Context: an optimization exercise on an open-source flow, tuned for small area, a short achievable clock period and few clock cycles per item. The choices shown serve that exercise and are no tape-out recipe. At most, simulation tests tie the RTL to the original design; equivalence was not proved. Power and IR drop assume default switching activity.

== old ==
Design wall_grid_neighbor_smoothing_core, start of the top module:
module wall_grid_neighbor_smoothing_core (
	input  logic                                clk,
	input  logic                                arst_n,
	input  logic                                s_axis_tvalid,
	output logic                                s_axis_tready,
	input  logic [wgns_pkg::IN_DATA_W-1:0]      s_axis_tdata,   
	output logic                                m_axis_tvalid,
	input  logic                                m_axis_tready,
	output logic [wgns_pkg::OUT_DATA_W-1:0]     m_axis_tdata,   
	output logic [wgns_pkg::OUT_USER_W-1:0]     m_axis_tuser,   
	output logic                                m_axis_tlast,   
	input  logic                                cfg_we,
	input  logic [wgns_pkg::CFG_IDX_W-1:0]      cfg_index,
	input  logic [wgns_pkg::CFG_DATA_W-1:0]     cfg_wdata
);
export LEC_CHECK = 0
export CAP_MARGIN = 20
export CORE_MARGIN = 2
export CORE_UTILIZATION = 60
export CTS_BUF_LIST = sky130_fd_sc_hd__clkbuf_8
export CTS_CLUSTER_DIAMETER = 60
export CTS_CLUSTER_SIZE = 20
export HOLD_SLACK_MARGIN = 0
export SETUP_SLACK_MARGIN = 2.9
export SLEW_MARGIN = 20
create_clock -name core_clock -period 5.0 [get_ports {clk}]
run.sh (not shown) runs the stock make flow with config.mk's settings and CLKGATE_MAP_FILE= SYNTH_SCRIPT=/design/flow/synth_recipe.tcl, a recipe that flattens the netlist after the stock synthesis.
Testbench counts of old, summed over its fixed seeds: cycles 72,316, items 68,207.
Edits applied to the flow inputs when going from old to new:
--- a/flow/design.v
+++ b/flow/design.v
@@ -115,24 +115,25 @@
 		end else if (in_acc) begin
 			v0_n = 1'b1;
 			v1_n = v0_q;
 		end
 	end
 	always_ff @(posedge clk or negedge arst_n) begin
 		if (!arst_n) begin
-			v0_q     <= 1'b0;
-			v1_q     <= 1'b0;
-			tready_q <= 1'b0;
+			v0_q <= 1'b0;
+			v1_q <= 1'b0;
 		end else begin
-			v0_q     <= v0_n;
-			v1_q     <= v1_n;
-			tready_q <= !v1_n;
+			v0_q <= v0_n;
+			v1_q <= v1_n;
 		end
 	end
 	always_ff @(posedge clk) begin
+		tready_q <= !v1_n;
+	end
+	always_ff @(posedge clk) begin
 		if (adv_q ? !v1_q : !v0_q)
 			e0_q <= s_axis_tdata[0];
 		else if (adv_q)
 			e0_q <= e1_q;
 		if (in_acc)
 			e1_q <= s_axis_tdata[0];
 	end
@@ -271,26 +272,26 @@
 	end
 	always_ff @(posedge clk or negedge arst_n) begin
 		if (!arst_n) begin
 			pa_q   <= 1'b0;
 			pb_q   <= 1'b0;
 			qv0_q  <= 1'b0;
 			qv1_q  <= 1'b0;
-			adv_q  <= 1'b0;
-			push_q <= 1'b0;
 		end else begin
 			pa_q   <= pa_n;
 			pb_q   <= pb_n;
 			qv0_q  <= qv0_n;
 			qv1_q  <= qv1_n;
-			adv_q  <= adv_n;
-			push_q <= adv_n && !lc_n;
 		end
 	end
 	always_ff @(posedge clk) begin
+		adv_q  <= adv_n;
+		push_q <= adv_n && !lc_n;
+	end
+	always_ff @(posedge clk) begin
 		if (adv_q && has_b)
 			bbit_q <= e0_q;
 		if (take ? !qv1_q : !qv0_q)
 			q0_q <= mv_bit;
 		else if (take)
 			q0_q <= q1_q;
 		if (mv && qv0_q && !take)
@@ -360,19 +361,16 @@
 			if (take)
 				start_q <= 1'b0;
 		end
 	end
 	logic [20:0] oreg_q, oreg_n;
 	assign oreg_n = ({21{take}}  & {q0_q, n_row, n_col, n_rl, n_sm, n_last}) |
 	                ({21{!take}} & oreg_q);
-	always_ff @(posedge clk or negedge arst_n) begin
-		if (!arst_n)
-			oreg_q <= '0;
-		else
-			oreg_q <= oreg_n;
+	always_ff @(posedge clk) begin
+		oreg_q <= oreg_n;
 	end
 	assign {owall_q, orow_q, ocol_q, orl_q, osm_q, olast_q} = oreg_q;
 	always_ff @(posedge clk) begin
 		if (take) begin
 			f_xw2_q <= n_xw2;
 			f_yh2_q <= n_yh2;
 			f_yh1_q <= n_yh1;
==> comparison <==
- In the flow results for old and new, the final design area excluding fillers is smaller on new.
- Net switching component of the power: new vs old up about 4.4%
- Between old and new, the placeable core area figures differ only marginally.
- On total clock network power, old and new are neck and neck.
- new does better than old on worst slew slack as a fraction of its limit.
- Highest metal layer used by the detailed router = met5: new; highest metal layer used by the detailed router = met4: old
For new, only the layout was checked, not whether the RTL still works.

---

wall_grid_neighbor_smoothing_core, a different RTL version from the one above (not shown whole).
Size in the first run: about 610 flip-flops, ~53 I/O pins, roughly 21000 um2 of cells after synthesis.
clock: 5.0 ns
lec_check: 0
cap_margin: 20
core_margin: 2
core_utilization: 60
cts_buf_list: sky130_fd_sc_hd__clkbuf_8
cts_cluster_diameter: 60
cts_cluster_size: 20
hold_slack_margin: 0
setup_slack_margin: 2.9
slew_margin: 20
Then changed:
--- a/flow/design.v
+++ b/flow/design.v
@@ -271,28 +271,28 @@
 		adv_n = v0_n && free_n;
 	end
 	always_ff @(posedge clk or negedge arst_n) begin
 		if (!arst_n) begin
 			pa_q   <= 1'b0;
 			pb_q   <= 1'b0;
 			qv0_q  <= 1'b0;
 			qv1_q  <= 1'b0;
+			adv_q  <= 1'b0;
+			push_q <= 1'b0;
 		end else begin
 			pa_q   <= pa_n;
 			pb_q   <= pb_n;
 			qv0_q  <= qv0_n;
 			qv1_q  <= qv1_n;
+			adv_q  <= adv_n;
+			push_q <= adv_n && !lc_n;
 		end
 	end
 	always_ff @(posedge clk) begin
-		adv_q  <= adv_n;
-		push_q <= adv_n && !lc_n;
-	end
-	always_ff @(posedge clk) begin
 		if (adv_q && has_b)
 			bbit_q <= e0_q;
 		if (take ? !qv1_q : !qv0_q)
 			q0_q <= mv_bit;
 		else if (take)
 			q0_q <= q1_q;
 		if (mv && qv0_q && !take)
 			q1_q <= mv_bit;
Result: Sequential share of layout area grows by 0.93 points; clock-buffer cell count does not change; sequential power drops by about 0.6%; via count is lower by 2.3%; setup slack gains 41 ps.
Testbench counts after the change, summed over its fixed seeds: cycles 72,316, items 68,207.
For the first run of this note, only the layout was checked, not whether the RTL still works.

==> re-timing with driven ports <==
The results above use ideal ports. As a check the final layouts listed here were re-extracted and re-timed, cells and wires unchanged.
Step 1, drivers: a clkbuf_16 drives clk and a buf_2 each remaining input, both assumed.
Step 2 adds t to the input delays and takes it off the output delays; t is the mean of the earliest and latest rising clock arrival at the registers after step 1. Input paths then give back, and output paths get back, about the clock's delay inside the block.
a / b / c = ideal / step 1 / step 2; a / b = the first two.
run	t, ns	setup slack, ns	worst hold slack (ns)	worst slew at a driven data input, ns	cell pins on the clock port's net
old	0.663	2.772 / 2.722 / 2.310	0.415 / 0.415 / 0.415	0.05	1
new	0.669	2.791 / 2.739 / 2.339	0.379 / 0.379 / 0.379	0.07	1
the first run of note 2	0.660	2.779 / 2.728 / 2.217	0.417 / 0.417 / 0.417	0.06	1
the second run of note 2	0.651	2.820 / 2.770 / 2.332	0.417 / 0.417 / 0.417	0.06	1
After both steps every run listed still meets setup and hold. The setup slack of the first run of note 2, which loses most, moves by -0.051 ns with the drivers and by -0.562 ns with both steps.
